This is an optimization exercise on Yosys and OpenROAD, whose aim is small area, a short achievable clock period and few clock cycles, not a production implementation.
At most, simulation tests tie the RTL to the original design; equivalence was not proved.
Function not checked in runs 1 and 2: the RTL went through the layout flow alone.
No activity file was given, so power comes from the tool's default toggle rates.

==> flow/design.v (outline; a module is shown in full before it is edited, if it fits) <==
// module dot_lane_sum: 1451 lines
// module ping_ram_dot_engine: 186 lines
module ping_ram_dot_engine
#(
  parameter int unsigned ACC_W = 40,
  parameter int unsigned LEN_W = 16
) (
  input  logic                         clk,
  input  logic                         reset,
  input  logic [31:0]                  input_addr,
  input  logic [31:0]                  weight_addr,
  input  logic [31:0]                  output_addr,
  input  logic [31:0]                  data_type,
  output logic [31:0]                  finish_signal,
  output logic [26:0]                  avm_address,
  output logic                         avm_read,
  output logic                         avm_write,
  output logic [31:0]                  avm_writedata,
  output logic [3:0]                   avm_byteenable,
  output logic                         avm_burstcount,
  input  logic [31:0]                  avm_readdata,
  input  logic                         avm_readdatavalid,
  input  logic                         avm_waitrequest
);
  // ...
==> flow/flow/run.sh <==
#!/bin/bash
set -euo pipefail
bash standard.sh SETUP_SLACK_MARGIN=9 "BUFFER_PORTS_ARGS=-buffer_cell sky130_fd_sc_hd__buf_2" finish > make.log 2>&1
==> flow/standard.sh <==
#!/bin/bash
# synth_recipe.tcl (not shown) runs the flow's synth.tcl, then flattens the netlist and writes it again
# the make line also repeats each setting of config.mk as NAME=value (left out here)
make -C /OpenROAD-flow-scripts/flow DESIGN_CONFIG=/design/flow/config.mk WORK_HOME=/design/flow/orfs CLKGATE_MAP_FILE= SYNTH_SCRIPT=/design/flow/synth_recipe.tcl "${@:-finish}"
==> flow/config.mk <==
export PLATFORM = sky130hd
export DESIGN_NAME = ping_ram_dot_engine
export DESIGN_NICKNAME = ping_ram_dot_engine
export VERILOG_FILES = /design/flow/design.v
export SDC_FILE = /design/flow/constraint.sdc
export NUM_CORES = 4
export LEC_CHECK = 0
export ABC_AREA = 1
export CAP_MARGIN = 20
export CORE_MARGIN = 2
export CORE_UTILIZATION = 40
export PLACE_DENSITY = 0.6
export SLEW_MARGIN = 20
export TNS_END_PERCENT = 0
==> flow/constraint.sdc <==
create_clock -name core_clock -period 12.0 [get_ports {clk}]
set_input_delay 2.4000 -clock core_clock [delete_from_list [all_inputs] [get_ports {clk}]]
set_output_delay 2.4000 -clock core_clock [all_outputs]
set_load 0.01 [all_outputs]
==> impl_metrics.json, run 1 <==
{
  "setup_slack_ns": 8.30,
  "ys_warn_count": 1,
  "synth.area.top_cells": "edfxtp_1, fa_1, dfxtp_1",
  "postCtsHoldBufs": 0,
  "drt-wirelength-per-cell_um": 19.2,
  "slowest_stage": "edfxtp_1",
  "fin_cells": 3512,
  "grt_pass1_vias": 17800,
  "path_cells": "buf_2",
  "cp-start-kind": "register",
  "inv_count": 432,
  "use_met1_pct": 34.1,
  "nFlopsAndLatches": 289,
  "cp.depth": 1,
  "regToRegSetupSlack_ns": 8.34,
  "p_int_uw": 2570,
  "status": "complete, no violations",
  "htree_levels": 2,
  "multi_input_area_um2": 12000,
  "maxPowerGroup": "combinational logic",
  "area_growth_pct": 16.2,
  "slew_violations": 0,
  "syn_avg_cell_area_um2": 8.25,
  "final_util_pct": 47.0,
  "whs_path_depth": 2,
  "met2_usage_pct": 39.1,
  "cts_setup_buffers": 17,
  "startpoint": "cur_q[14]$_DFFE_PP_",
  "relSlewSlack_pct": 30.6,
  "worstPathRequired_ns": 9.60,
  "io_pins": 262,
  "post_cts_resized": 33
}
==> run 2: changes to the inputs <==
--- a/flow/config.mk
+++ b/flow/config.mk
@@ -11,2 +11,3 @@
 export CORE_UTILIZATION = 40
+export CTS_BUF_LIST = sky130_fd_sc_hd__clkbuf_4 sky130_fd_sc_hd__clkbuf_8 sky130_fd_sc_hd__clkbuf_16
 export PLACE_DENSITY = 0.6
==> impl_metrics.json, run 2 <==
{
  "status": "complete, no violations",
  "synth_commonest_cells": "nand2_1, inv_1, nor2_1",
  "cap_violations": 0,
  "area_growth_pct": 16.3,
  "htree_levels": 2,
  "power_density_nw_per_um2": 174,
  "min-delay-start": "rph_q$_SDFFE_PN0P_",
  "finalSetupViolations": 0,
  "ir_drop_v": 0.000107,
  "grt_max_degree": 81,
  "drtPass1Iterations": 6,
  "cts-root-buf": "clkbuf_16",
  "grt_pass1_vias": 17800,
  "gp_congestion": 0.978,
  "postCtsHoldBufs": 0,
  "synth.area.top_cells": "edfxtp_1, fa_1, dfxtp_1",
  "slowest_delay_ns": 0.52,
  "top_layer_used": "met5",
  "arrival_ns": 1.30,
  "drt-wirelength-per-cell_um": 19.2,
  "rsz0062_at_grt": "true",
  "cts_tree": "built",
  "tightest_slew_ns": 0.890,
  "top_regs": "acc_c_q: 40 flops, acc_s_q: 40 flops, in_q: 32 flops",
  "initial_core_util_pct": 40.4,
  "leakage_uw": 0.0112,
  "cts_sinks": 289,
  "core_area_um2": 52600,
  "rr_startpoint": "op_lo_q[15]$_DFFE_PN_",
  "ys_warn_count": 1,
  "worstPathRequired_ns": 9.60,
  "vias": 18300,
  "fin_skew_ns": 0.0325,
  "rows": 84,
  "ys_seq_area_share_pct": 34.6,
  "synth-seq-cells": 289,
  "path_clk_slew_ns": 0.06,
  "synth-main-ff-cell": "edfxtp_1",
  "syn_area_um2": 21200,
  "wl_met1_mm": 29.4,
  "fp.dieW_um": 234,
  "slew_violations": 0,
  "dp.cells": 3397,
  "path_cells": "buf_2",
  "io_pins": 262,
  "finalCritPeriodShare_pct": 30.8,
  "period_needed_ns": 3.70,
  "criticalPathCategory": "reg -> out",
  "final_nets": 3185,
  "drt.antenna.violating_nets": 0,
  "synth_area_leader_cell": "edfxtp_1",
  "synth_cell_types": 46,
  "grt_pass1_wl_mm": 103,
  "synth-edff-count": 156,
  "critPathBufInv": 1,
  "final_common_cell": "nand2_1",
  "drcViolationCount": 0,
  "path_max_fanout": 5,
  "startpoint": "cur_q[14]$_DFFE_PP_",
  "synth_top_area_share_pct": 22.0,
  "grtUsageTotal_pct": 24.6,
  "syn_avg_cell_area_um2": 8.25,
  "finalSetupTns_ns": 0,
  "insertion_delay_ns": 0.57,
  "antenna_cells": 0,
  "relSlewSlack_pct": 40.1,
  "path_delay_family": "flip-flops",
  "async_reset_ff_share_pct": 0,
  "mostFrequentLayoutCells": "nand2_1, inv_1, nor2_1",
  "slowest_stage": "edfxtp_1",
  "fillCellCount": 5214,
  "fmax_ghz": 0.271,
  "hold_class": "reg -> reg",
  "synth_cells": 2574,
  "hold_viol": 0,
  "met2_length_mm": 30.9,
  "die-height_um": 234,
  "endpoint_kind": "primary output",
  "cp-start-kind": "register",
  "fin_cells": 3511,
  "wl_mm": 67.5,
  "wl_met3_mm": 4.83,
  "dr.first_iter.drc_count": 1682,
  "via_per_inst": 5.21,
  "drive_gt1_share_pct": 14.7,
  "dieArea_um2": 55000,
  "yosysMostFrequentCell": "nand2_1",
  "portBuffers": 213,
  "antenna_found_initial": 1,
  "cts_inserted_buffers": 36,
  "grt-ovfl-total": 0,
  "clock_path_buffers": 3,
  "hpwl_mm": 51.9
}
-- run 2: cell counts after synthesis --
Identical to the previous run, type by type.
-- run 2: final timing paths --
path / endpoint / slack (ns) / cells past startpoint
worst min-delay path: rph_q$_SDFFE_PN0P_ / 0.49 / 2
worst max-delay path: avm_address[16] / 8.30 / 1
worst max register to register: acc_c_q[17]$_SDFF_PP0_ / 8.36 / 9
worst min register to register: rph_q$_SDFFE_PN0P_ / 0.49 / 2
-- run 2: layout make-up --
cell class | count | area (um2) | share of cell area (%)
well taps | 688 | 861 | 3.48
multi-input cells | 1768 | 12000 | 48.4
inverters | 431 | 1690 | 6.83
flip-flops and latches | 289 | 7360 | 29.8
repair buffers | 268 | 1570 | 6.35
repair inverters | 1 | 7.51 | 0.0304
clock buffers | 45 | 1000 | 4.07
clock inverters | 21 | 249 | 1.01
-- run 2: cell families after synthesis --
family	after synthesis	share of synthesized area, %
simple gates	970	19.1
buf+inv	536	10.1
compound gates	367	9.77
flops	289	34.6
fa+ha+maj	226	18.8
xor+xnor	175	7.21
mux	9	0.424
other cells	2	0.0353
-- run 2: metal layers --
layer	global-route usage, %	vias up
li1	-	8659
met1	34.1	8725
met2	39.0	775
met3	3.92	140
met4	8.75	2
met5	0	-
-- run 2: metrics by stage --
step	hold WS (ns)	worst slack, ns	instance area [um2]	total power, uW	utilization [%]
finish	0.486	8.30	24700	4290	47.0
global route	0.514	8.27	24700	4640	47.0
CTS	0.491	8.27	24400	4310	46.5
detailed placement	0.466	6.68	22900	3140	43.5
global placement	0.467	6.68	22900	3110	43.5
floorplan	0.447	8.13	21400	2590	-
-- run 2: where the power goes --
group | internal (uW) | switching (uW)
logic | 692 | 1110
clock network | 672 | 475
registers | 1210 | 126
-- run 2: what timing repair did --
item,in CTS,in global routing
pin swaps,0,1
resized for setup,32,21
cloned,3,1
setup endpoints to repair,391,393
setup buffers,17,27
==> module ping_ram_dot_engine, before the edit <==
module ping_ram_dot_engine
#(
  parameter int unsigned ACC_W = 40,
  parameter int unsigned LEN_W = 16
) (
  input  logic                         clk,
  input  logic                         reset,
  input  logic [31:0]                  input_addr,
  input  logic [31:0]                  weight_addr,
  input  logic [31:0]                  output_addr,
  input  logic [31:0]                  data_type,
  output logic [31:0]                  finish_signal,
  output logic [26:0]                  avm_address,
  output logic                         avm_read,
  output logic                         avm_write,
  output logic [31:0]                  avm_writedata,
  output logic [3:0]                   avm_byteenable,
  output logic                         avm_burstcount,
  input  logic [31:0]                  avm_readdata,
  input  logic                         avm_readdatavalid,
  input  logic                         avm_waitrequest
);
  localparam logic [2:0] RD_MAX = 3'd4;
  logic               go_q;
  logic               busy_q, done_q, err_q;
  logic [LEN_W-1:0]   len_q;
  logic               fmt16_q;
  logic               rd_q, wr_q;
  logic [24:0]        cur_q;         
  logic [24:0]        oth_q;         
  logic [24:0]        out_q;         
  logic [LEN_W-1:0]   rem_q;         
  logic               rph_q;         
  logic [2:0]         ocnt_q;        
  logic               dph_q;         
  logic [31:0]        in_q;          
  logic [15:0]        op_lo_q, op_hi_q;  
  logic [15:0]        x_src;
  logic [7:0]         one_q, two_q, neg_q;   
  logic               dig_ld;
  logic [15:0]        dig_src;
  logic [7:0]         one_d, two_d, neg_d;
  logic               mac_a_q, mac_b_q;
  logic [39:0]        acc_s_q, acc_c_q;  
  logic               go, start_bad;
  logic               rd_acc, wr_acc, last_rd, more_rd, rd_room, wr_set;
  logic [2:0]         ocnt_d;
  logic [39:0]        mac_s, mac_c, acc_sum;
  logic [31:0]        result;
  assign go        = data_type[31] & ~go_q;
  assign start_bad = data_type[25] | (|input_addr[1:0]) | (|weight_addr[1:0]) |
                     (|output_addr[1:0]);
  assign rd_acc  = rd_q & ~avm_waitrequest;
  assign wr_acc  = wr_q & ~avm_waitrequest;
  assign last_rd = rph_q & (rem_q == LEN_W'(1));
  assign more_rd = (rem_q != '0) & ~(rd_acc & last_rd);
  assign ocnt_d  = ocnt_q + {2'b0, rd_acc} - {2'b0, avm_readdatavalid};
  assign rd_room = avm_readdatavalid ? (~rd_acc | (ocnt_q < RD_MAX)) :
                                       (rd_acc ? (ocnt_q < RD_MAX - 3'd1) : (ocnt_q < RD_MAX));
  assign wr_set  = busy_q & ~rd_q & ~wr_q & (rem_q == '0) & (ocnt_q == '0) & ~mac_a_q &
                   ~mac_b_q;
  always_ff @(posedge clk) begin
    if (reset) begin
      go_q    <= 1'b0;
      busy_q  <= 1'b0;
      done_q  <= 1'b0;
      err_q   <= 1'b0;
      len_q   <= '0;
      rd_q    <= 1'b0;
      wr_q    <= 1'b0;
      ocnt_q  <= '0;
      dph_q   <= 1'b0;
      mac_a_q <= 1'b0;
      mac_b_q <= 1'b0;
    end else begin
      go_q    <= data_type[31];
      ocnt_q  <= ocnt_d;
      mac_a_q <= avm_readdatavalid & dph_q;
      mac_b_q <= mac_a_q;
      if (avm_readdatavalid) dph_q <= ~dph_q;
      if (go) begin
        busy_q <= ~start_bad;
        done_q <= start_bad;
        err_q  <= start_bad;
        len_q  <= start_bad ? '0 : data_type[LEN_W-1:0];
        rd_q   <= ~start_bad & (data_type[LEN_W-1:0] != '0);
        wr_q   <= 1'b0;
      end else begin
        if (rd_q & avm_waitrequest) rd_q <= 1'b1;
        else                        rd_q <= busy_q & more_rd & rd_room;
        if (wr_set) wr_q <= 1'b1;
        else if (wr_acc) begin
          wr_q   <= 1'b0;
          busy_q <= 1'b0;
          done_q <= 1'b1;
        end
      end
    end
  end
  always_ff @(posedge clk) begin
    if (~busy_q) begin
      fmt16_q <= data_type[24];
      cur_q   <= input_addr[26:2];
      oth_q   <= weight_addr[26:2];
      out_q   <= output_addr[26:2];
      rem_q   <= data_type[LEN_W-1:0];
      rph_q   <= 1'b0;
    end else if (rd_acc) begin
      cur_q <= oth_q;
      oth_q <= cur_q + 25'd1;
      rph_q <= ~rph_q;
      if (rph_q) rem_q <= rem_q - LEN_W'(1);
    end else if (wr_set) begin
      cur_q <= out_q;
    end
  end
  always_ff @(posedge clk) begin
    if (avm_readdatavalid & ~dph_q) begin
      in_q <= avm_readdata;
    end else if (avm_readdatavalid & dph_q) begin
      in_q[15:0] <= avm_readdata[31:16];
    end else if (wr_set) begin
      in_q <= result;
    end
    if ((avm_readdatavalid & dph_q) | mac_a_q) begin
      op_lo_q <= fmt16_q ? x_src : {x_src[7:0], 8'd0};
      op_hi_q <= fmt16_q ? x_src : {{8{x_src[15]}}, x_src[15:8]};
    end
  end
  assign x_src = mac_a_q ? in_q[31:16] : in_q[15:0];
  assign dig_ld  = ~reset & ((avm_readdatavalid & dph_q) | mac_a_q);
  assign dig_src = (avm_readdatavalid & dph_q) ? avm_readdata[15:0] : in_q[15:0];
  always_comb begin
    for (int k = 0; k < 8; k++) begin
      logic b2, b1, b0;
      b2 = dig_src[2*k+1];
      b1 = dig_src[2*k];
      if (k == 0)      b0 = 1'b0;
      else if (k == 4) b0 = dig_src[7] & fmt16_q;
      else             b0 = dig_src[2*k-1];
      one_d[k] = dig_ld & (b1 ^ b0);
      two_d[k] = dig_ld & ((b2 & ~b1 & ~b0) | (~b2 & b1 & b0));
      neg_d[k] = dig_ld & b2;
    end
  end
  always_ff @(posedge clk) begin
    one_q <= one_d;
    two_q <= two_d;
    neg_q <= neg_d;
  end
  dot_lane_sum u_lane_sum (
    .op_lo_i (op_lo_q),
    .op_hi_i (op_hi_q),
    .one_i   (one_q),
    .two_i   (two_q),
    .neg_i   (neg_q),
    .s_i     (acc_s_q),
    .c_i     (acc_c_q),
    .s_o     (mac_s),
    .c_o     (mac_c)
  );
  always_ff @(posedge clk) begin
    if (reset | wr_set) begin
      acc_s_q <= '0;
      acc_c_q <= '0;
    end else begin
      acc_s_q <= mac_s;
      acc_c_q <= mac_c;
    end
  end
  assign acc_sum = acc_s_q + acc_c_q;
  assign result  = fmt16_q ? acc_sum[31:0] : acc_sum[39:8];
  assign avm_address    = {cur_q, 2'b00};
  assign avm_read       = rd_q;
  assign avm_write      = wr_q;
  assign avm_writedata  = in_q;
  assign avm_byteenable = 4'hF;
  assign avm_burstcount = 1'b1;
  always_comb begin
    finish_signal                                 = '0;
    finish_signal[ping_ram_dot_pkg::DONE_B]       = done_q;
    finish_signal[ping_ram_dot_pkg::BUSY_B]       = busy_q;
    finish_signal[ping_ram_dot_pkg::ERR_B]        = err_q;
    finish_signal[LEN_W-1:0]                      = len_q;
  end
endmodule
==> run 3: changes to the inputs <==
--- a/flow/design.v
+++ b/flow/design.v
@@ -1561,24 +1561,15 @@
       fmt16_q <= data_type[24];
-      cur_q   <= input_addr[26:2];
-      oth_q   <= weight_addr[26:2];
       out_q   <= output_addr[26:2];
-      rem_q   <= data_type[LEN_W-1:0];
-      rph_q   <= 1'b0;
-    end else if (rd_acc) begin
-      cur_q <= oth_q;
-      oth_q <= cur_q + 25'd1;
-      rph_q <= ~rph_q;
-      if (rph_q) rem_q <= rem_q - LEN_W'(1);
-    end else if (wr_set) begin
-      cur_q <= out_q;
     end
+    if (~busy_q | rd_acc | wr_set) cur_q <= ~busy_q ? input_addr[26:2] : (rd_q ? oth_q : out_q);
+    if (~busy_q | rd_acc)          oth_q <= ~busy_q ? weight_addr[26:2] : cur_q + 25'd1;
+    if (~busy_q | rd_acc)          rph_q <= busy_q & ~rph_q;
+    if (~busy_q | (rd_acc & rph_q)) rem_q <= ~busy_q ? data_type[LEN_W-1:0] : rem_q - LEN_W'(1);
   end
   always_ff @(posedge clk) begin
-    if (avm_readdatavalid & ~dph_q) begin
-      in_q <= avm_readdata;
-    end else if (avm_readdatavalid & dph_q) begin
-      in_q[15:0] <= avm_readdata[31:16];
-    end else if (wr_set) begin
-      in_q <= result;
-    end
+    if ((avm_readdatavalid & ~dph_q) | wr_set)
+      in_q[31:16] <= wr_set ? result[31:16] : avm_readdata[31:16];
+    if (avm_readdatavalid | wr_set)
+      in_q[15:0]  <= wr_set ? result[15:0] :
+                     (dph_q ? avm_readdata[31:16] : avm_readdata[15:0]);
     if ((avm_readdatavalid & dph_q) | mac_a_q) begin
@@ -1590,3 +1581,3 @@
   assign dig_ld  = ~reset & ((avm_readdatavalid & dph_q) | mac_a_q);
-  assign dig_src = (avm_readdatavalid & dph_q) ? avm_readdata[15:0] : in_q[15:0];
+  assign dig_src = mac_a_q ? in_q[15:0] : avm_readdata[15:0];
   always_comb begin
--- a/flow/config.mk
+++ b/flow/config.mk
@@ -11,3 +11,2 @@
 export CORE_UTILIZATION = 40
-export CTS_BUF_LIST = sky130_fd_sc_hd__clkbuf_4 sky130_fd_sc_hd__clkbuf_8 sky130_fd_sc_hd__clkbuf_16
 export PLACE_DENSITY = 0.6
==> impl_metrics.json, run 3 <==
{
  "hpwl_mm": 53.2,
  "synth_compound_area_share_pct": 9.90,
  "ys_warn_count": 1,
  "path_max_fanout": 2,
  "critPathBufInv": 1,
  "drt.antenna.violating_nets": 0,
  "synth_cell_types": 46,
  "synth-simple-area-share_pct": 18.8,
  "wl_mm": 70.2,
  "period_needed_ns": 3.72,
  "cts_sinks": 289,
  "path_clk_slew_ns": 0.06,
  "criticalPathCategory": "reg -> out",
  "cp-start-kind": "register",
  "initial_core_util_pct": 40.6,
  "rows": 84,
  "cts_tree": "built",
  "cap_violations": 0,
  "status": "complete, no violations",
  "worstPathRequired_ns": 9.60,
  "path_delay_family": "flip-flops",
  "finalSetupTns_ns": 0,
  "synth.area.top_cells": "edfxtp_1, fa_1, dfxtp_1",
  "dp.cells": 3399,
  "synth-edff-count": 157,
  "power_density_nw_per_um2": 164,
  "fp.dieW_um": 235,
  "synth-seq-cells": 289,
  "dr.first_iter.drc_count": 1690,
  "postCtsHoldBufs": 0,
  "gp_congestion": 0.952,
  "mostFrequentLayoutCells": "nand2_1, inv_1, nor2_1",
  "drtPass1Iterations": 5,
  "yosysMostFrequentCell": "nand2_1",
  "synth_cells": 2576,
  "async_reset_ff_share_pct": 0,
  "synth_commonest_cells": "nand2_1, inv_1, nor2_1",
  "synth_top_family_by_area": "simple AND/OR/NAND/NOR gates",
  "synth-main-ff-cell": "edfxtp_1",
  "portBuffers": 213,
  "grt_pass1_wl_mm": 106,
  "dieArea_um2": 55300,
  "ys_seq_area_share_pct": 34.4,
  "hold_class": "reg -> reg",
  "top_regs": "acc_c_q: 40 flops, acc_s_q: 40 flops, in_q: 32 flops",
  "arrival_ns": 1.32,
  "relSlewSlack_pct": 26.7,
  "grt_pass1_vias": 18300,
  "slowest_delay_ns": 0.52,
  "timing.hold.ws_ns": 0.458,
  "syn_avg_cell_area_um2": 8.30,
  "ir_drop_v": 0.0000935,
  "hold_viol": 0,
  "insertion_delay_ns": 0.59,
  "synth_area_leader_cell": "edfxtp_1",
  "tightest_slew_ns": 1.10,
  "vias": 18400,
  "synth_top_area_share_pct": 22.1,
  "finalCritPeriodShare_pct": 31.0,
  "fin_cells": 3504,
  "final_common_cell": "nand2_1",
  "via_per_inst": 5.25,
  "rsz0062_at_grt": "true",
  "area_growth_pct": 15.1,
  "htree_levels": 2,
  "drcViolationCount": 0,
  "grt-ovfl-total": 0,
  "path_cells": "buf_2",
  "drive_gt1_share_pct": 14.8,
  "grt_max_degree": 105,
  "fmax_ghz": 0.269,
  "leakage_uw": 0.0110,
  "drt-wirelength-per-cell_um": 20.0,
  "clock_path_buffers": 3,
  "core_area_um2": 52700,
  "io_pins": 262,
  "die-height_um": 235,
  "synthMuxAreaShare_pct": 0.843,
  "fin_skew_ns": 0.0379,
  "syn_area_um2": 21400,
  "antenna_found_initial": 10,
  "endpoint_kind": "primary output",
  "finalSetupViolations": 0,
  "synth_xor_area_share_pct": 7.17,
  "slowest_stage": "edfxtp_1",
  "slew_violations": 0,
  "grtUsageTotal_pct": 24.7,
  "cts_inserted_buffers": 36,
  "final_nets": 3176,
  "cts-root-buf": "clkbuf_16",
  "synthAdderAreaFrac_pct": 18.7
}
==> run 3: cell types whose count changed after synthesis, sizes merged, moves of 20 or more <==
cell   previous run  this run
a21oi           108        39
nand2           513       493
or2              14        36
o21ai           103       156
nor2            249       296
nand3           126        96
==> run 3: through the flow <==
step	cell area (um2)	util [%]	power (uW)	worst slack (ns)
2_1_floorplan	21500	-	2420	8.41
6_report	24600	46.7	4050	8.28
3_3_place_gp	22900	43.6	2880	7.64
3_5_place_dp	22900	43.6	2920	7.58
5_1_grt	24600	46.7	4360	8.26
4_1_cts	24300	46.2	4070	8.28
==> run 3: repair_timing <==
action                                  4_1_cts  5_1_grt
buffers inserted                              6       24
endpoints found under the setup margin      327      321
pin swaps                                     0        1
cloned                                        2        5
resized for setup                            18       22
==> run 3: kinds of logic after synthesis <==
family / after synthesis
other: 2
AO/OA/AOI/OAI: 368
buffers and inverters: 534
XOR/XNOR: 175
multiplexers: 18
flip-flops: 289
AND/OR/NAND/NOR: 964
adder cells (fa/ha/maj): 226
==> run 3: worst paths after layout <==
| kind | slack [ns] | cells after the start | start | end |
|---|---|---|---|---|
| hold / removal | 0.46 | 2 | len_q[8]$_SDFFE_PP0P_ | len_q[8]$_SDFFE_PP0P_ |
| hold reg to reg | 0.46 | 2 | len_q[8]$_SDFFE_PP0P_ | len_q[8]$_SDFFE_PP0P_ |
| setup reg to reg | 8.37 | 13 | one_q[1]$_DFF_P_ | acc_c_q[18]$_SDFF_PP0_ |
| setup / recovery | 8.28 | 1 | in_q[15]$_DFFE_PP_ | avm_writedata[15] |
==> run 3: cell type report <==
| class | instances | area, um2 |
|---|---|---|
| diodes | 3 | 7.51 |
| clock buffers | 47 | 952 |
| clock inverters | 18 | 249 |
| fillers | 5153 | 28000 |
| inverters | 428 | 1650 |
| multi-input cells | 1772 | 12000 |
| flip-flops and latches | 289 | 7380 |
| well taps | 688 | 861 |
| repair buffers | 255 | 1450 |
| repair inverters | 4 | 20.0 |
==> run 3: worst register-to-register path: cells and delay by family (launching register included) <==
| family | cells | cell delay (ns) |
|---|---|---|
| buffers and inverters | 5 | 0.59 |
| flip-flops | 1 | 0.40 |
| XOR/XNOR | 1 | 0.20 |
| adder cells (fa/ha/maj) | 5 | 2.04 |
| AND/OR/NAND/NOR | 1 | 0.08 |
| AO/OA/AOI/OAI | 1 | 0.22 |
==> run 3: where the power goes <==
group / internal (uW) / total [uW] / switching [uW]
registers: 1180 / 1290 / 104
clock network: 657 / 1130 / 471
logic: 621 / 1630 / 1010
==> run 3: layer usage <==
metal	wire, um	vias up	track usage (%)
met1	29400	8846	32.9
met3	5690	161	4.90
met4	3060	12	10.1
met5	80	-	0
met2	31900	789	39.5
li1	-	8586	-
Testbench counts of run 3, summed over its fixed seeds: cycles 47,048.
==> run 4: changes to the inputs <==
--- a/flow/config.mk
+++ b/flow/config.mk
@@ -11,2 +11,4 @@
 export CORE_UTILIZATION = 40
+export CTS_CLUSTER_DIAMETER = 80
+export CTS_CLUSTER_SIZE = 40
 export PLACE_DENSITY = 0.6
==> impl_metrics.json, run 4 <==
{
  "finalSetupViolations": 0,
  "yosysMostFrequentCell": "nand2_1",
  "fillCellCount": 5177,
  "min-delay-start": "len_q[8]$_SDFFE_PP0P_",
  "vias": 18200,
  "grt_max_degree": 105,
  "cts_tree": "built",
  "p_sw_share_pct": 41.6,
  "area_growth_pct": 13.4,
  "synth-seq-cells": 289,
  "pwr-share-comb_pct": 42.9,
  "startpoint": "in_q[15]$_DFFE_PP_",
  "antenna_found_initial": 9,
  "rows": 84,
  "finalCritPeriodShare_pct": 31.0,
  "path_clk_slew_ns": 0.10,
  "power_density_nw_per_um2": 156,
  "syn_area_um2": 21400,
  "fp.dieW_um": 235,
  "synth.area.top_cells": "edfxtp_1, fa_1, dfxtp_1",
  "path_max_fanout": 2,
  "final_util_pct": 46.0,
  "ys_warn_count": 1,
  "via_per_inst": 5.24,
  "dieArea_um2": 55300,
  "rsz0062_at_grt": "true",
  "ys_seq_area_share_pct": 34.4,
  "cts-root-buf": "clkbuf_16",
  "async_reset_ff_share_pct": 0,
  "relSlewSlack_pct": 27.1,
  "regToRegSetupSlack_ns": 8.36,
  "status": "complete, no violations",
  "grtUsageTotal_pct": 24.4,
  "initial_core_util_pct": 40.6,
  "drt.antenna.violating_nets": 0,
  "rr_startpoint": "op_lo_q[13]$_DFFE_PN_",
  "fin_skew_ns": 0.0636,
  "hold_viol": 0,
  "drt-wirelength-per-cell_um": 20.0,
  "insertion_delay_ns": 0.60,
  "hpwl_mm": 53.2,
  "cts_sinks": 289,
  "dr.first_iter.drc_count": 1694,
  "final_nets": 3158,
  "io_pins": 262,
  "slowest_delay_ns": 0.54,
  "endpoint_kind": "primary output",
  "hold_class": "reg -> reg",
  "top_regs": "acc_c_q: 40 flops, acc_s_q: 40 flops, in_q: 32 flops",
  "synth_cells": 2576,
  "cts_inserted_buffers": 22,
  "arrival_ns": 1.32,
  "fmax_ghz": 0.269,
  "syn_avg_cell_area_um2": 8.30,
  "p_int_uw": 2210,
  "crit_end": "avm_writedata[15]",
  "finalSetupTns_ns": 0,
  "synth-main-ff-cell": "edfxtp_1",
  "wl_mm": 69.3,
  "clock_path_buffers": 3,
  "synth-edff-count": 157,
  "seqPwrFrac_pct": 33.9,
  "core_area_um2": 52700,
  "drive_gt1_share_pct": 14.4,
  "cap_violations": 0,
  "r2r-end": "acc_c_q[18]$_SDFF_PP0_",
  "r2r.worst_path.cells": 11,
  "synth_area_leader_cell": "edfxtp_1",
  "grt_pass1_wl_mm": 105,
  "slew_violations": 0,
  "gp_congestion": 0.952,
  "grt_pass1_vias": 18000,
  "final_common_cell": "nand2_1",
  "mostFrequentLayoutCells": "nand2_1, inv_1, nor2_1",
  "cp-start-kind": "register",
  "slowest_stage": "edfxtp_1",
  "criticalPathCategory": "reg -> out",
  "path_cells": "buf_2",
  "critPathBufInv": 1,
  "htree_levels": 1,
  "die-height_um": 235,
  "switching_power_uw": 1570,
  "path_delay_family": "flip-flops",
  "synth_commonest_cells": "nand2_1, inv_1, nor2_1",
  "worstPathRequired_ns": 9.60,
  "cp.depth": 1,
  "ir_drop_v": 0.000101,
  "drtPass1Iterations": 7,
  "drcViolationCount": 0,
  "period_needed_ns": 3.72,
  "p_clk_share_pct": 23.2,
  "leakage_uw": 0.0108,
  "portBuffers": 213,
  "synth_top_area_share_pct": 22.1,
  "tightest_slew_ns": 1.09,
  "grt-ovfl-total": 0,
  "synth_cell_types": 46
}
-- run 4: cell counts after synthesis --
Identical to the previous run, type by type.
-- run 4: timing repair --
action | 4_1_cts | 5_1_grt
hold buffers | 0 | 0
pin swaps | 0 | 1
endpoints found under the setup margin | 329 | 321
resized for setup | 19 | 23
buffers inserted | 7 | 20
gates cloned | 2 | 4
-- run 4: area by class of cell --
class / instances / area, um2 / share of cell area, %
flip-flops and latches: 289 / 7380 / 30.5
multi-input cells: 1772 / 12000 / 49.7
clock buffers: 23 / 576 / 2.38
inverters: 428 / 1650 / 6.82
clock inverters: 17 / 274 / 1.13
diodes: 2 / 5.00 / 0.0207
well taps: 688 / 861 / 3.55
repair inverters: 3 / 15.0 / 0.0620
repair buffers: 252 / 1420 / 5.87
-- run 4: cell families after synthesis --
| family | count (synthesis) | synth area share, % |
|---|---|---|
| compound gates | 368 | 9.90 |
| xor+xnor | 175 | 7.17 |
| fa+ha+maj | 226 | 18.7 |
| buf+inv | 534 | 10.1 |
| flops | 289 | 34.4 |
| mux | 18 | 0.843 |
| other cells | 2 | 0.0351 |
| simple gates | 964 | 18.8 |
-- run 4: per-stage QoR --
stage / power (uW) / hold slack (ns) / instance area, um2 / worst slack (ns) / instances
final: 3790 / 0.467 / 24200 / 8.28 / 3474
after global routing: 4100 / 0.501 / 24200 / 8.27 / 3472
after CTS: 3810 / 0.470 / 24000 / 8.27 / 3448
after global placement: 2880 / 0.436 / 22900 / 7.64 / 3399
after floorplan: 2420 / 0.456 / 21500 / 8.41 / 2594
after detailed placement: 2920 / 0.445 / 22900 / 7.58 / 3399
-- run 4: layer usage --
| layer | global-route usage, % | vias to the layer above | part of all wire (%) |
|---|---|---|---|
| met5 | 0 | - | 0.12 |
| met4 | 8.11 | 12 | 3.5 |
| met3 | 3.95 | 121 | 7.8 |
| met2 | 39.5 | 771 | 46 |
| met1 | 33.4 | 8749 | 43 |
| li1 | - | 8546 | - |
-- run 4: how the worst min path moves through the flow --
| stage | cells past startpoint | endpoint |
|---|---|---|
| 2_1_floorplan | 2 | done_q$_SDFFE_PP0P_ |
| 3_3_place_gp | 2 | len_q[11]$_SDFFE_PP0P_ |
| 3_5_place_dp | 2 | len_q[14]$_SDFFE_PP0P_ |
| 4_1_cts | 2 | len_q[0]$_SDFFE_PP0P_ |
| 5_1_grt | 2 | len_q[8]$_SDFFE_PP0P_ |
| 6_report | 2 | len_q[8]$_SDFFE_PP0P_ |
-- run 4: power by group through the flow --
| stage | logic (uW) | clock network [uW] | registers (uW) |
|---|---|---|---|
| after global placement | 1580 | 0 | 1300 |
| final | 1630 | 877 | 1280 |
| after floorplan | 1140 | 0 | 1280 |
| after detailed placement | 1610 | 0 | 1310 |
| after global routing | 1870 | 926 | 1300 |
| after CTS | 1630 | 893 | 1280 |
==> run 5: changes to the inputs <==
--- a/flow/config.mk
+++ b/flow/config.mk
@@ -11,4 +11,4 @@
 export CORE_UTILIZATION = 40
-export CTS_CLUSTER_DIAMETER = 80
-export CTS_CLUSTER_SIZE = 40
+export CTS_CLUSTER_DIAMETER = 60
+export CTS_CLUSTER_SIZE = 30
 export PLACE_DENSITY = 0.6
==> impl_metrics.json, run 5 <==
{
  "synth_cell_types": 46,
  "grt_max_degree": 105,
  "worstPathRequired_ns": 9.60,
  "dpl_cell_area_um2": 22900,
  "dieArea_um2": 55300,
  "relSlewSlack_pct": 26.4,
  "finalSetupTns_ns": 0,
  "htree_levels": 1,
  "top_regs": "acc_c_q: 40 flops, acc_s_q: 40 flops, in_q: 32 flops",
  "power_density_nw_per_um2": 159,
  "synth_top_area_share_pct": 22.1,
  "io_pins": 262,
  "ir_drop_v": 0.0000999,
  "min-delay-start": "len_q[7]$_SDFFE_PP0P_",
  "async_reset_ff_share_pct": 0,
  "grtUsageTotal_pct": 24.4,
  "status": "complete, no violations",
  "yosysMostFrequentCell": "nand2_1",
  "cts_tree": "built",
  "leakage_uw": 0.0110,
  "antenna_found_initial": 9,
  "gp_congestion": 0.952,
  "critPathBufInv": 1,
  "final_util_pct": 46.5,
  "timing.hold.ws_ns": 0.464,
  "vias": 18300,
  "synthMuxAreaShare_pct": 0.843,
  "drcViolationCount": 0,
  "tightest_slew_ns": 1.10,
  "path_max_fanout": 2,
  "cts_inserted_buffers": 29,
  "ys_seq_area_share_pct": 34.4,
  "syn_area_um2": 21400,
  "finalCritPeriodShare_pct": 31.1,
  "via_per_inst": 5.23,
  "met2_usage_pct": 39.1,
  "synth_commonest_cells": "nand2_1, inv_1, nor2_1",
  "slowest_stage": "edfxtp_1",
  "fin_area_um2": 24500,
  "final_common_cell": "nand2_1",
  "fmax_ghz": 0.268,
  "area_growth_pct": 14.5,
  "synth-main-ff-cell": "edfxtp_1",
  "use_met1_pct": 33.2,
  "grt-ovfl-total": 0,
  "startpoint": "in_q[15]$_DFFE_PP_",
  "syn_avg_cell_area_um2": 8.30,
  "clock_path_buffers": 3,
  "postCtsHoldBufs": 0,
  "drtPass1Iterations": 6,
  "insertion_delay_ns": 0.61,
  "portBuffers": 213,
  "core_area_um2": 52700,
  "hold_class": "reg -> reg",
  "rows": 84,
  "final_nets": 3179,
  "die-height_um": 235,
  "fin_skew_ns": 0.0268,
  "arrival_ns": 1.33,
  "initial_core_util_pct": 40.6,
  "slowest_delay_ns": 0.53,
  "synth_area_leader_cell": "edfxtp_1",
  "ys_warn_count": 1,
  "cap_violations": 0,
  "gr-max-usage-layer": "met2",
  "finalSetupViolations": 0,
  "cts-root-buf": "clkbuf_16",
  "synth-seq-cells": 289,
  "synthAdderAreaFrac_pct": 18.7,
  "slew_violations": 0,
  "criticalPathCategory": "reg -> out",
  "drt-wirelength-per-cell_um": 19.9,
  "grt_pass1_wl_mm": 105,
  "path_clk_slew_ns": 0.08,
  "synth-edff-count": 157,
  "wl_mm": 69.6,
  "cts_sinks": 289,
  "synth_top_family_by_area": "simple AND/OR/NAND/NOR gates",
  "rsz0062_at_grt": "true",
  "synth_compound_area_share_pct": 9.90,
  "period_needed_ns": 3.73,
  "gr-usage-met3_pct": 4.26,
  "synth-simple-area-share_pct": 18.8,
  "synth_cells": 2576,
  "hpwl_mm": 53.2,
  "drt.antenna.violating_nets": 0,
  "path_cells": "buf_2",
  "endpoint_kind": "primary output",
  "fp.dieW_um": 235,
  "synth.area.top_cells": "edfxtp_1, fa_1, dfxtp_1",
  "path_delay_family": "flip-flops",
  "dr.first_iter.drc_count": 1586,
  "drive_gt1_share_pct": 15.0,
  "cp-start-kind": "register",
  "mostFrequentLayoutCells": "nand2_1, inv_1, nor2_1",
  "hold_viol": 0,
  "grt_pass1_vias": 18200,
  "rr_startpoint": "one_q[1]$_DFF_P_",
  "synth_xor_area_share_pct": 7.17
}
-- run 5: metal layers --
metal  part of all wire (%)  vias up
li1                       -     8599
met1                     43     8814
met2                     45      725
met3                    7.2      156
met4                    4.2       12
met5                   0.12        -
-- run 5: path summary, 6_finish.rpt --
| kind | end | slack, ns | cells past startpoint |
|---|---|---|---|
| min reg2reg | len_q[7]$_SDFFE_PP0P_ | 0.46 | 2 |
| max reg2reg | acc_c_q[18]$_SDFF_PP0_ | 8.36 | 11 |
| min | len_q[7]$_SDFFE_PP0P_ | 0.46 | 2 |
| max | avm_writedata[15] | 8.27 | 1 |
-- run 5: power breakdown --
| group | leakage, uW | total [uW] | internal [uW] | switching, uW |
|---|---|---|---|---|
| clock network | 0.000486 | 968 | 500 | 469 |
| registers | 0.00268 | 1280 | 1180 | 104 |
| logic | 0.00780 | 1630 | 622 | 1010 |
| total | 0.0110 | 3880 | 2300 | 1580 |
-- run 5: kinds of logic after synthesis --
kind of cell	after synthesis
simple gates	964
buf+inv	534
compound gates	368
flops	289
fa+ha+maj	226
xor+xnor	175
mux	18
other cells	2
-- run 5: per-stage QoR --
step,power [uW],instances,setup slack (ns)
5_1_grt,4200,3500,8.27
2_1_floorplan,2420,2594,8.41
4_1_cts,3910,3461,8.26
6_report,3880,3502,8.27
3_5_place_dp,2920,3399,7.58
3_3_place_gp,2880,3399,7.64
-- run 5: area by class of cell --
class / instances / area (um2)
clock inverters: 22 / 267
flip-flops and latches: 289 / 7380
clock buffers: 32 / 747
repair inverters: 4 / 20.0
inverters: 428 / 1650
well taps: 688 / 861
multi-input cells: 1772 / 12000
repair buffers: 265 / 1520
fillers: 5164 / 28200
diodes: 2 / 5.00
-- run 5: what timing repair did --
action | in CTS | in global routing
endpoints found under the setup margin | 329 | 320
gates resized for setup | 16 | 19
pin swaps | 0 | 1
setup buffers | 6 | 34
cloned | 2 | 5
==> run 6: changes to the inputs <==
--- a/flow/config.mk
+++ b/flow/config.mk
@@ -10,6 +10,4 @@
 export CORE_MARGIN = 2
-export CORE_UTILIZATION = 40
-export CTS_CLUSTER_DIAMETER = 60
-export CTS_CLUSTER_SIZE = 30
-export PLACE_DENSITY = 0.6
+export CORE_UTILIZATION = 70
+export PLACE_DENSITY = 0.8
 export SLEW_MARGIN = 20
==> impl_metrics.json, run 6 <==
{
  "hold_viol": 0,
  "worstPathRequired_ns": 12.43,
  "synth_commonest_cells": "nand2_1, inv_1, nor2_1",
  "gp_congestion": 0.997,
  "final_common_cell": "nand2_1",
  "drt-wirelength-per-cell_um": 21.6,
  "hpwl_mm": 50.2,
  "wl_mm": 69.1,
  "cts_inserted_buffers": 30,
  "path_clk_slew_ns": 0.07,
  "relSlewSlack_pct": 28.6,
  "drive_gt1_share_pct": 14.8,
  "yosysMostFrequentCell": "nand2_1",
  "setup_slack_ns": 8.29,
  "fin_cells": 3199,
  "cts_tree": "built",
  "pwr-share-comb_pct": 43.1,
  "p_int_uw": 2350,
  "antenna_found_initial": 5,
  "portBuffers": 213,
  "pre_cts_slack_ns": 7.55,
  "syn_avg_cell_area_um2": 8.30,
  "rsz0062_at_grt": "true",
  "finalCritPeriodShare_pct": 31.0,
  "crit_top_cell": "fa_1",
  "final_nets": 3173,
  "synth_cell_types": 46,
  "switching_power_uw": 1570,
  "cap_violations": 0,
  "drcViolationCount": 0,
  "path_cells": "o21ai_0, xor2_1, fa_1, fa_1, fa_1, inv_1, fa_1, fa_1, nor2_1",
  "path_max_fanout": 5,
  "power_density_nw_per_um2": 163,
  "hold_class": "reg -> reg",
  "syn_area_um2": 21400,
  "dieArea_um2": 31900,
  "rows": 63,
  "ir_drop_v": 0.000101,
  "synth_area_leader_cell": "edfxtp_1",
  "grt_pass1_wl_mm": 103,
  "criticalPathCategory": "reg -> reg",
  "fin_skew_ns": 0.0144,
  "synth_top_area_share_pct": 22.1,
  "endpoint_kind": "register",
  "synth-edff-count": 157,
  "fmax_ghz": 0.269,
  "die-height_um": 179,
  "p_clk_share_pct": 23.9,
  "initial_core_util_pct": 71.6,
  "drt.antenna.violating_nets": 0,
  "cts_sinks": 289,
  "dp.cells": 3100,
  "insertion_delay_ns": 0.59,
  "totalPowerFinal_uw": 3920,
  "dr.first_iter.drc_count": 2337,
  "regToRegSetupSlack_ns": 8.29,
  "mostFrequentLayoutCells": "nand2_1, inv_1, nor2_1",
  "finalSetupTns_ns": 0,
  "status": "complete, no violations",
  "via_per_inst": 6.07,
  "ys_warn_count": 1,
  "seqPwrFrac_pct": 33.0,
  "slew_violations": 0,
  "p_sw_share_pct": 40.1,
  "clock_path_buffers": 3,
  "synth-seq-cells": 289,
  "ys_seq_area_share_pct": 34.4,
  "vias": 19400,
  "cts-root-buf": "clkbuf_16",
  "synth-main-ff-cell": "edfxtp_1",
  "htree_levels": 1,
  "synth.area.top_cells": "edfxtp_1, fa_1, dfxtp_1",
  "grt-ovfl-total": 0,
  "top_regs": "acc_c_q: 40 flops, acc_s_q: 40 flops, in_q: 32 flops",
  "grt_pass1_vias": 19000,
  "drtPass1Iterations": 8,
  "leakage_uw": 0.0109,
  "slowest_delay_ns": 0.51,
  "cp-start-kind": "register",
  "arrival_ns": 4.14,
  "area_growth_pct": 12.3,
  "tightest_slew_ns": 1.07,
  "period_needed_ns": 3.71,
  "finalSetupViolations": 0,
  "slowest_stage": "edfxtp_1",
  "core_area_um2": 29900,
  "fp.dieW_um": 179,
  "synth_cells": 2576,
  "async_reset_ff_share_pct": 0,
  "timing.hold.ws_ns": 0.457,
  "grt_max_degree": 105,
  "grtUsageTotal_pct": 43.0,
  "io_pins": 262
}
## run 6: layout make-up
| class | count | area (um2) |
|---|---|---|
| timing repair buffer | 260 | 1470 |
| antenna | 2 | 5.00 |
| timing repair inverter | 3 | 15.0 |
| clock buffer | 41 | 822 |
| clock inverter | 15 | 145 |
| multi-input combinational | 1771 | 12000 |
| sequential | 289 | 7380 |
| fill | 1993 | 5860 |
| tap | 390 | 488 |
| inverter | 428 | 1660 |
## run 6: final timing paths
path,startpoint,depth (start not counted),endpoint
worst max-delay path,op_lo_q[15]$_DFFE_PN_,9,acc_c_q[19]$_SDFF_PP0_
worst min-delay path,len_q[8]$_SDFFE_PP0P_,2,len_q[8]$_SDFFE_PP0P_
worst max register to register,op_lo_q[15]$_DFFE_PN_,9,acc_c_q[19]$_SDFF_PP0_
worst min register to register,len_q[8]$_SDFFE_PP0P_,2,len_q[8]$_SDFFE_PP0P_
## run 6: metrics by stage
step,util (%),cell area (um2)
finish,80.4,24000
global route,80.4,24000
CTS,79.3,23700
detailed placement,75.5,22600
global placement,75.5,22600
floorplan,-,21500
## run 6: cell families after synthesis
family	after synthesis	share of synthesized area (%)
xor+xnor	175	7.17
compound gates	368	9.90
other cells	2	0.0351
flops	289	34.4
buf+inv	534	10.1
simple gates	964	18.8
mux	18	0.843
fa+ha+maj	226	18.7
## run 6: layer usage
layer / part of all wire (%) / vias to the layer above / track usage, %
met5: 0.055 / - / 0
met4: 7.6 / 6 / 25.3
met3: 12 / 351 / 11.7
met2: 45 / 1449 / 69.3
met1: 35 / 9029 / 51.8
li1: - / 8594 / -
## run 6: critical path, delay by kind of cell, from the launching register on
kind / cells / cell delay (ns)
compound gates: 1 / 0.26
buf+inv: 1 / 0.09
xor+xnor: 1 / 0.36
fa+ha+maj: 5 / 2.29
simple gates: 1 / 0.05
flops: 1 / 0.51
## run 6: power by group through the flow
| stage | Combinational [uW] | Clock [uW] | Sequential (uW) |
|---|---|---|---|
| after floorplan | 1140 | 0 | 1280 |
| after global placement | 1540 | 0 | 1300 |
| after detailed placement | 1600 | 0 | 1310 |
| after CTS | 1640 | 931 | 1290 |
| after global routing | 1880 | 972 | 1300 |
| final | 1690 | 935 | 1290 |
## run 6: what timing repair did
item | in CTS | in global routing
gates cloned | 1 | 3
pin swaps | 0 | 0
buffers inserted | 10 | 27
setup endpoints to repair | 296 | 296
resized for setup | 18 | 23
hold buffers | 0 | 0
==> run 7: changes to the inputs <==
==> flow/flow/run.sh (replaced) <==
#!/bin/bash
set -euo pipefail
bash standard.sh SETUP_SLACK_MARGIN=10 "BUFFER_PORTS_ARGS=-buffer_cell sky130_fd_sc_hd__buf_1" finish > make.log 2>&1
--- a/flow/config.mk
+++ b/flow/config.mk
@@ -10,4 +10,6 @@
 export CORE_MARGIN = 2
-export CORE_UTILIZATION = 70
-export PLACE_DENSITY = 0.8
+export CORE_UTILIZATION = 40
+export CTS_CLUSTER_DIAMETER = 70
+export CTS_CLUSTER_SIZE = 35
+export PLACE_DENSITY = 0.6
 export SLEW_MARGIN = 20
==> impl_metrics.json, run 7 <==
{
  "synth_top_area_share_pct": 22.1,
  "slowest_stage": "edfxtp_1",
  "cts_sinks": 289,
  "rr_startpoint": "one_q[3]$_DFF_P_",
  "regToRegSetupSlack_ns": 8.39,
  "wl_met1_mm": 29.4,
  "tightest_slew_ns": 1.09,
  "met2_length_mm": 31.6,
  "synth.area.top_cells": "edfxtp_1, fa_1, dfxtp_1",
  "worstPathRequired_ns": 9.60,
  "pwr-share-comb_pct": 42.8,
  "seqPwrFrac_pct": 33.8,
  "grt_pass1_vias": 17900,
  "syn_avg_cell_area_um2": 8.30,
  "yosysMostFrequentCell": "nand2_1",
  "hold_viol": 0,
  "final_nets": 3196,
  "core_area_um2": 52700,
  "period_needed_ns": 3.70,
  "cts_inserted_buffers": 25,
  "path_cells": "buf_1",
  "cp-start-kind": "register",
  "top_layer_used": "met5",
  "antenna_found_initial": 3,
  "finalCritPeriodShare_pct": 30.8,
  "drt.antenna.violating_nets": 0,
  "io_pins": 262,
  "ys_seq_area_share_pct": 34.4,
  "grt_pass1_wl_mm": 104,
  "grt_max_degree": 105,
  "fmax_ghz": 0.270,
  "portBuffers": 213,
  "synth-main-ff-cell": "edfxtp_1",
  "drtPass1Iterations": 5,
  "dr.first_iter.drc_count": 1569,
  "cap_violations": 0,
  "leakage_uw": 0.0104,
  "initial_core_util_pct": 40.6,
  "slowest_delay_ns": 0.52,
  "power_density_nw_per_um2": 156,
  "synth-edff-count": 157,
  "syn_area_um2": 21400,
  "area_growth_pct": 13.5,
  "grtUsageTotal_pct": 24.2,
  "grt-ovfl-total": 0,
  "via_per_inst": 5.24,
  "final_util_pct": 46.1,
  "drive_gt1_share_pct": 8.25,
  "rsz0062_at_grt": "true",
  "cts_tree": "built",
  "status": "complete, no violations",
  "synth_cell_types": 46,
  "mostFrequentLayoutCells": "nand2_1, inv_1, nor2_1",
  "slew_violations": 0,
  "async_reset_ff_share_pct": 0,
  "critPathBufInv": 1,
  "criticalPathCategory": "reg -> out",
  "hold_class": "reg -> reg",
  "drt-wirelength-per-cell_um": 19.6,
  "synth_cells": 2576,
  "vias": 18400,
  "insertion_delay_ns": 0.60,
  "relSlewSlack_pct": 27.4,
  "htree_levels": 1,
  "p_sw_share_pct": 41.2,
  "ys_warn_count": 1,
  "path_max_fanout": 2,
  "r2r.worst_path.cells": 10,
  "timing.hold.ws_ns": 0.473,
  "r2r-end": "acc_c_q[21]$_SDFF_PP0_",
  "wl_mm": 69.0,
  "hpwl_mm": 52.8,
  "dieArea_um2": 55300,
  "p_int_uw": 2230,
  "finalSetupTns_ns": 0,
  "fp.dieW_um": 235,
  "whs_path_depth": 2,
  "hold-path-endpoint": "len_q[13]$_SDFFE_PP0P_",
  "synth_commonest_cells": "nand2_1, inv_1, nor2_1",
  "synth-seq-cells": 289,
  "min-delay-start": "len_q[13]$_SDFFE_PP0P_",
  "synth_area_leader_cell": "edfxtp_1",
  "top_regs": "acc_c_q: 40 flops, acc_s_q: 40 flops, in_q: 32 flops",
  "path_clk_slew_ns": 0.08,
  "final_common_cell": "nand2_1",
  "ir_drop_v": 0.000111,
  "finalSetupViolations": 0,
  "clock_path_buffers": 3,
  "endpoint_kind": "primary output",
  "rows": 84,
  "p_clk_share_pct": 23.4,
  "switching_power_uw": 1560,
  "startpoint": "in_q[27]$_DFFE_PP_",
  "drcViolationCount": 0,
  "die-height_um": 235,
  "arrival_ns": 1.30,
  "wl_met3_mm": 5.47,
  "path_delay_family": "flip-flops",
  "cts-root-buf": "clkbuf_16",
  "gp_congestion": 0.976,
  "fin_skew_ns": 0.0277
}
-- run 7: area by class of cell --
| class | instances | area [um2] |
|---|---|---|
| fillers | 5202 | 28400 |
| clock buffers | 26 | 629 |
| inverters | 428 | 1650 |
| repair inverters | 4 | 20.0 |
| clock inverters | 20 | 253 |
| flip-flops and latches | 289 | 7380 |
| multi-input cells | 1772 | 12000 |
| diodes | 2 | 5.00 |
| repair buffers | 286 | 1440 |
| well taps | 688 | 861 |
-- run 7: what timing repair did --
item | CTS | global route
setup buffers | 10 | 48
resized for setup | 17 | 31
gates cloned | 3 | 4
hold endpoints to repair | 0 | 0
pin swaps | 0 | 1
hold buffers | 0 | 0
setup endpoints to repair | 496 | 522
-- run 7: per-layer routing --
layer  GRT usage [%]  vias up
met1            32.9     8817
met4            8.11        2
li1                -     8625
met5               0        -
met3            4.00      140
met2            39.2      846
-- run 7: kinds of logic after synthesis --
| kind of cell | after synthesis | synth area share (%) |
|---|---|---|
| other cells | 2 | 0.0351 |
| mux | 18 | 0.843 |
| simple gates | 964 | 18.8 |
| buf+inv | 534 | 10.1 |
| fa+ha+maj | 226 | 18.7 |
| flops | 289 | 34.4 |
| xor+xnor | 175 | 7.17 |
| compound gates | 368 | 9.90 |
-- run 7: metrics by stage --
stage	instance area (um2)	total power, uW	setup slack (ns)	instances
after floorplan	21500	2420	8.41	2594
after global placement	22700	2870	7.65	3401
after detailed placement	22700	2910	7.63	3401
after CTS	23800	3810	8.30	3460
after global routing	24300	4090	8.28	3513
final	24300	3790	8.30	3515
-- run 7: how the worst max path moves through the flow --
stage / to / slack, ns / depth (start not counted)
after CTS: avm_writedata[27] / 8.30 / 1
after global routing: acc_c_q[15]$_SDFF_PP0_ / 8.28 / 13
after detailed placement: rd_q$_SDFF_PP0_ / 7.63 / 9
after floorplan: rd_q$_SDFF_PP0_ / 8.41 / 8
final: avm_writedata[27] / 8.30 / 1
after global placement: rd_q$_SDFF_PP0_ / 7.65 / 9
-- run 7: power groups by stage --
stage	clock network (uW)	logic, uW	registers [uW]
2_1_floorplan	0	1140	1280
3_3_place_gp	0	1570	1300
3_5_place_dp	0	1600	1310
4_1_cts	900	1620	1280
5_1_grt	935	1860	1300
6_report	885	1620	1280
==> run 8: changes to the inputs <==
==> flow/flow/run.sh (replaced) <==
#!/bin/bash
set -euo pipefail
bash standard.sh SETUP_SLACK_MARGIN=9 "BUFFER_PORTS_ARGS=-buffer_cell sky130_fd_sc_hd__buf_1" finish > make.log 2>&1
--- a/flow/config.mk
+++ b/flow/config.mk
@@ -7,3 +7,3 @@
 export LEC_CHECK = 0
-export ABC_AREA = 1
+export ABC_AREA = 0
 export CAP_MARGIN = 20
==> impl_metrics.json, run 8 <==
{
  "gp_congestion": 0.910,
  "synth_top_area_share_pct": 22.9,
  "via_per_inst": 5.44,
  "synth_cell_types": 77,
  "synth_cells": 2056,
  "grt-ovfl-total": 0,
  "slowest_delay_ns": 0.54,
  "area_growth_pct": 12.0,
  "endpoint_kind": "primary output",
  "pwr-share-comb_pct": 39.4,
  "cts_inserted_buffers": 27,
  "grt_pass1_vias": 15800,
  "die-height_um": 231,
  "p_sw_share_pct": 39.8,
  "mostFrequentLayoutCells": "nor2_1, buf_1, edfxtp_1",
  "antenna_found_initial": 10,
  "cts_tree": "built",
  "slowest_stage": "edfxtp_1",
  "finalCritPeriodShare_pct": 31.1,
  "seqPwrFrac_pct": 35.4,
  "syn_area_um2": 20600,
  "path_delay_family": "flip-flops",
  "synth-seq-cells": 289,
  "fmax_ghz": 0.268,
  "final_common_cell": "nor2_1",
  "p_clk_share_pct": 25.1,
  "synth-main-ff-cell": "edfxtp_1",
  "leakage_uw": 0.00853,
  "cap_violations": 0,
  "synth_area_leader_cell": "edfxtp_1",
  "portBuffers": 213,
  "tightest_slew_ns": 0.963,
  "switching_power_uw": 1480,
  "path_clk_slew_ns": 0.09,
  "yosysMostFrequentCell": "nor2_1",
  "dr.first_iter.drc_count": 1276,
  "hpwl_mm": 44.6,
  "final_nets": 2577,
  "hold_class": "reg -> reg",
  "cts-root-buf": "clkbuf_16",
  "fp.dieW_um": 231,
  "arrival_ns": 1.33,
  "timing.hold.ws_ns": 0.487,
  "critPathBufInv": 1,
  "top_regs": "acc_c_q: 40 flops, acc_s_q: 40 flops, in_q: 32 flops",
  "grtUsageTotal_pct": 22.4,
  "drtPass1Iterations": 8,
  "rows": 83,
  "relSlewSlack_pct": 35.8,
  "drt-wirelength-per-cell_um": 20.6,
  "ys_seq_area_share_pct": 35.7,
  "hold_viol": 0,
  "synth.area.top_cells": "edfxtp_1, fa_1, dfxtp_1",
  "drcViolationCount": 0,
  "power_density_nw_per_um2": 161,
  "cts_sinks": 289,
  "insertion_delay_ns": 0.60,
  "path_max_fanout": 5,
  "worstPathRequired_ns": 9.60,
  "htree_levels": 1,
  "rsz0062_at_grt": "true",
  "fin_skew_ns": 0.0188,
  "vias": 15700,
  "wl_mm": 59.8,
  "drive_gt1_share_pct": 6.61,
  "syn_avg_cell_area_um2": 10.0,
  "async_reset_ff_share_pct": 0,
  "cp-start-kind": "register",
  "io_pins": 262,
  "p_int_uw": 2240,
  "pre_cts_slack_ns": 7.58,
  "finalSetupTns_ns": 0,
  "core_area_um2": 51100,
  "synth-edff-count": 157,
  "finalSetupViolations": 0,
  "ys_warn_count": 1,
  "grt_max_degree": 55,
  "status": "complete, no violations",
  "criticalPathCategory": "reg -> out",
  "initial_core_util_pct": 40.3,
  "period_needed_ns": 3.73,
  "dieArea_um2": 53400,
  "drt.antenna.violating_nets": 0,
  "setup_slack_ns": 8.27,
  "slew_violations": 0,
  "path_cells": "clkbuf_2",
  "synth_commonest_cells": "nor2_1, edfxtp_1, fa_1",
  "clock_path_buffers": 3,
  "grt_pass1_wl_mm": 92.2,
  "ir_drop_v": 0.0000969
}
[run 8: final timing paths]
check	startpoint	endpoint	slack (ns)	cells past startpoint
setup / recovery	in_q[8]$_DFFE_PP_	avm_writedata[8]	8.27	1
hold / removal	len_q[14]$_SDFFE_PP0P_	len_q[14]$_SDFFE_PP0P_	0.49	1
setup reg to reg	op_lo_q[12]$_DFFE_PN_	acc_c_q[18]$_SDFF_PP0_	8.44	9
hold reg to reg	len_q[14]$_SDFFE_PP0P_	len_q[14]$_SDFFE_PP0P_	0.49	1
[run 8: cells by family (layout without fill, tap and decap cells)]
family | after synthesis | after routing | share of synthesized area (%)
flops | 289 | 289 | 35.7
xor+xnor | 217 | 217 | 9.22
compound gates | 440 | 440 | 14.5
buf+inv | 322 | 456 | 6.45
simple gates | 477 | 477 | 10.7
other cells | 2 | 28 | 0.0364
mux | 83 | 83 | 4.08
fa+ha+maj | 226 | 226 | 19.4
[run 8: metrics by stage]
| stage | utilization, % | std cells | area, um2 | total power, uW |
|---|---|---|---|---|
| 2_1_floorplan | - | 2074 | 20700 | 2380 |
| 5_1_grt | 45.2 | 2894 | 23100 | 4020 |
| 6_report | 45.2 | 2896 | 23100 | 3720 |
| 4_1_cts | 44.9 | 2872 | 22900 | 3750 |
| 3_5_place_dp | 42.6 | 2810 | 21700 | 2790 |
| 3_3_place_gp | 42.6 | 2810 | 21700 | 2760 |
[run 8: final cells by class]
type                       instances  area [um2]
sequential                       289        7370
fill                            4928       28000
multi-input combinational       1463       12000
inverter                         144         541
clock buffer                      28         679
timing repair buffer             262        1300
antenna                            8        20.0
tap                              680         851
clock inverter                    22         290
[run 8: power groups by stage]
stage               logic [uW]  registers (uW)  clock network (uW)
finish                    1470            1320                 936
global route              1690            1340                 991
CTS                       1470            1320                 957
detailed placement        1450            1340                   0
global placement          1420            1340                   0
floorplan                 1100            1280                   0
[run 8: what timing repair did]
item | CTS | global route
cloned | 3 | 0
pin swaps | 0 | 0
endpoints found under the setup margin | 345 | 350
hold buffers | 0 | 0
endpoints found under the hold margin | 0 | 0
resized for setup | 13 | 9
setup buffers | 9 | 16
[run 8: per-layer routing]
metal,global-route usage [%],wire length (um)
met1,30.4,25500
met2,36.3,27900
met4,7.94,2060
met3,3.52,4290
met5,0,55
==> run 9: changes to the inputs <==
--- a/flow/config.mk
+++ b/flow/config.mk
@@ -7,3 +7,3 @@
 export LEC_CHECK = 0
-export ABC_AREA = 0
+export ABC_AREA = 1
 export CAP_MARGIN = 20
==> impl_metrics.json, run 9 <==
{
  "ir_drop_v": 0.000111,
  "dr.first_iter.drc_count": 1569,
  "drcViolationCount": 0,
  "clock_path_buffers": 3,
  "slew_violations": 0,
  "cts_tree": "built",
  "via_per_inst": 5.24,
  "status": "complete, no violations",
  "grt-ovfl-total": 0,
  "synth-seq-cells": 289,
  "async_reset_ff_share_pct": 0,
  "arrival_ns": 1.30,
  "core_area_um2": 52700,
  "rsz0062_at_grt": "true",
  "final_common_cell": "nand2_1",
  "grt_pass1_wl_mm": 104,
  "synth_top_area_share_pct": 22.1,
  "portBuffers": 213,
  "synth_commonest_cells": "nand2_1, inv_1, nor2_1",
  "critPathBufInv": 1,
  "drt.antenna.violating_nets": 0,
  "relSlewSlack_pct": 27.4,
  "drt-wirelength-per-cell_um": 19.6,
  "fin_skew_ns": 0.0277,
  "rr_startpoint": "one_q[3]$_DFF_P_",
  "top_layer_used": "met5",
  "power_density_nw_per_um2": 156,
  "rows": 84,
  "fp.dieW_um": 235,
  "grtUsageTotal_pct": 24.2,
  "antenna_found_initial": 3,
  "r2r-end": "acc_c_q[21]$_SDFF_PP0_",
  "grt_max_degree": 105,
  "mostFrequentLayoutCells": "nand2_1, inv_1, nor2_1",
  "ys_warn_count": 1,
  "fmax_ghz": 0.270,
  "leakage_uw": 0.0104,
  "gp_congestion": 0.976,
  "wl_met1_mm": 29.4,
  "cp-start-kind": "register",
  "wl_mm": 69.0,
  "period_needed_ns": 3.70,
  "syn_area_um2": 21400,
  "dieArea_um2": 55300,
  "grt_pass1_vias": 17900,
  "timing.hold.ws_ns": 0.473,
  "synth_cells": 2576,
  "synth_cell_types": 46,
  "slowest_delay_ns": 0.52,
  "hold_class": "reg -> reg",
  "cts_sinks": 289,
  "final_nets": 3196,
  "met2_length_mm": 31.6,
  "startpoint": "in_q[27]$_DFFE_PP_",
  "totalPowerFinal_uw": 3790,
  "cp.depth": 1,
  "synth.area.top_cells": "edfxtp_1, fa_1, dfxtp_1",
  "cts_inserted_buffers": 25,
  "endpoint_kind": "primary output",
  "worstPathRequired_ns": 9.60,
  "tightest_slew_ns": 1.09,
  "wl_met3_mm": 5.47,
  "htree_levels": 1,
  "r2r.worst_path.cells": 10,
  "cts-root-buf": "clkbuf_16",
  "finalSetupViolations": 0,
  "insertion_delay_ns": 0.60,
  "setup_slack_ns": 8.30,
  "path_cells": "buf_1",
  "finalSetupTns_ns": 0,
  "finalCritPeriodShare_pct": 30.8,
  "hpwl_mm": 52.8,
  "slowest_stage": "edfxtp_1",
  "regToRegSetupSlack_ns": 8.39,
  "initial_core_util_pct": 40.6,
  "path_clk_slew_ns": 0.08,
  "drtPass1Iterations": 5,
  "ys_seq_area_share_pct": 34.4,
  "synth_area_leader_cell": "edfxtp_1",
  "die-height_um": 235,
  "synth-edff-count": 157,
  "io_pins": 262,
  "cap_violations": 0,
  "vias": 18400,
  "syn_avg_cell_area_um2": 8.30,
  "drive_gt1_share_pct": 8.25,
  "synth-main-ff-cell": "edfxtp_1",
  "criticalPathCategory": "reg -> out",
  "top_regs": "acc_c_q: 40 flops, acc_s_q: 40 flops, in_q: 32 flops",
  "path_max_fanout": 2,
  "area_growth_pct": 13.5,
  "crit_end": "avm_writedata[27]",
  "path_delay_family": "flip-flops",
  "yosysMostFrequentCell": "nand2_1",
  "hold_viol": 0,
  "pre_cts_slack_ns": 7.63
}
## run 9: cell types whose count changed after synthesis, sizes merged, moves of 61 or more
cell    previous run  this run
nand3             35        96
a21oi            123        39
o22ai              4       122
xnor2             89        18
inv              142       421
o21ai             39       156
clkbuf           133        48
a22oi            122         3
nor2             217       296
nand2             89       493
## run 9: cells by family (layout without fill, tap and decap cells)
| group | after synthesis | count (layout) | share of synthesized area, % |
|---|---|---|---|
| other cells | 2 | 22 | 0.0351 |
| simple gates | 964 | 965 | 18.8 |
| flops | 289 | 289 | 34.4 |
| fa+ha+maj | 226 | 226 | 18.7 |
| xor+xnor | 175 | 175 | 7.17 |
| compound gates | 368 | 368 | 9.90 |
| buf+inv | 534 | 764 | 10.1 |
| mux | 18 | 18 | 0.843 |
## run 9: area by class of cell
| class | instances | area [um2] |
|---|---|---|
| fill | 5202 | 28400 |
| multi-input combinational | 1772 | 12000 |
| sequential | 289 | 7380 |
| inverter | 428 | 1650 |
| timing repair buffer | 286 | 1440 |
| tap | 688 | 861 |
| clock buffer | 26 | 629 |
| clock inverter | 20 | 253 |
| timing repair inverter | 4 | 20.0 |
| antenna | 2 | 5.00 |
## run 9: report_power, final
part,internal [uW],leakage [uW],switching (uW)
clock network,433,0.000421,453
registers,1180,0.00268,100
logic,617,0.00731,1010
total,2230,0.0104,1560
## run 9: worst min path at each step
stage,cells after the start,endpoint,startpoint,slack (ns)
global placement,2,len_q[6]$_SDFFE_PP0P_,len_q[6]$_SDFFE_PP0P_,0.44
detailed placement,2,len_q[4]$_SDFFE_PP0P_,len_q[4]$_SDFFE_PP0P_,0.45
CTS,2,len_q[13]$_SDFFE_PP0P_,len_q[13]$_SDFFE_PP0P_,0.47
global route,2,len_q[13]$_SDFFE_PP0P_,len_q[13]$_SDFFE_PP0P_,0.49
finish,2,len_q[13]$_SDFFE_PP0P_,len_q[13]$_SDFFE_PP0P_,0.47
floorplan,2,done_q$_SDFFE_PP0P_,done_q$_SDFFE_PP0P_,0.46
## run 9: per-layer routing
layer  vias up  track usage [%]
li1       8625                -
met1      8817             32.9
met2       846             39.2
met3       140             4.00
met4         2             8.11
met5         -                0
## run 9: metrics by stage
step,instance area [um2],utilization (%),std cells
3_5_place_dp,22700,43.1,3401
2_1_floorplan,21500,-,2594
5_1_grt,24300,46.1,3513
4_1_cts,23800,45.2,3460
3_3_place_gp,22700,43.1,3401
6_report,24300,46.1,3515
## run 9: timing repair
action                                  CTS  global route
resized for setup                        17            31
hold buffers                              0             0
gates cloned                              3             4
endpoints found under the setup margin  331           352
setup buffers                            10            48
pin swaps                                 0             1

port drivers added, routing unchanged:
Ports are ideal in the flow. The routed layouts listed here were re-timed in OpenROAD. Step 1: set_driving_cell puts a clkbuf_16 on clk and a buf_2 on each other input, an assumption about the parent block. Step 2 moves the port delays by t, midway between the first and last clock arrival at a register: inputs arrive t later, outputs are due t later. That takes back most of the time a late clock gives input paths. Three values: ideal ports, drivers, drivers and shift; two values: the first two.
| run | shift t [ns] | setup slack, ns | hold slack, ns | worst slew at a driven data input, ns | pins driven straight from the clock port |
|---|---|---|---|---|---|
| run 1 | 0.619 | 8.295 / 8.231 / 7.773 | 0.488 / 0.488 / 0.488 | 0.07 | 1 |
| run 2 | 0.619 | 8.304 / 8.241 / 7.766 | 0.486 / 0.486 / 0.486 | 0.07 | 1 |
| run 3 | 0.625 | 8.283 / 8.226 / 7.854 | 0.458 / 0.458 / 0.458 | 0.08 | 1 |
| run 4 | 0.631 | 8.278 / 8.218 / 7.828 | 0.467 / 0.467 / 0.467 | 0.07 | 1 |
| run 5 | 0.653 | 8.270 / 8.213 / 7.758 | 0.464 / 0.464 / 0.464 | 0.08 | 1 |
| run 6 | 0.635 | 8.285 / 8.234 / 7.751 | 0.457 / 0.457 / 0.457 | 0.10 | 1 |
| run 7 | 0.640 | 8.300 / 8.242 / 7.748 | 0.473 / 0.473 / 0.473 | 0.08 | 1 |
| run 8 | 0.648 | 8.268 / 8.212 / 7.805 | 0.487 / 0.487 / 0.487 | 0.10 | 1 |
| run 9 | 0.640 | 8.300 / 8.242 / 7.748 | 0.473 / 0.473 / 0.473 | 0.08 | 1 |
After both steps setup and hold are still met in every run listed.
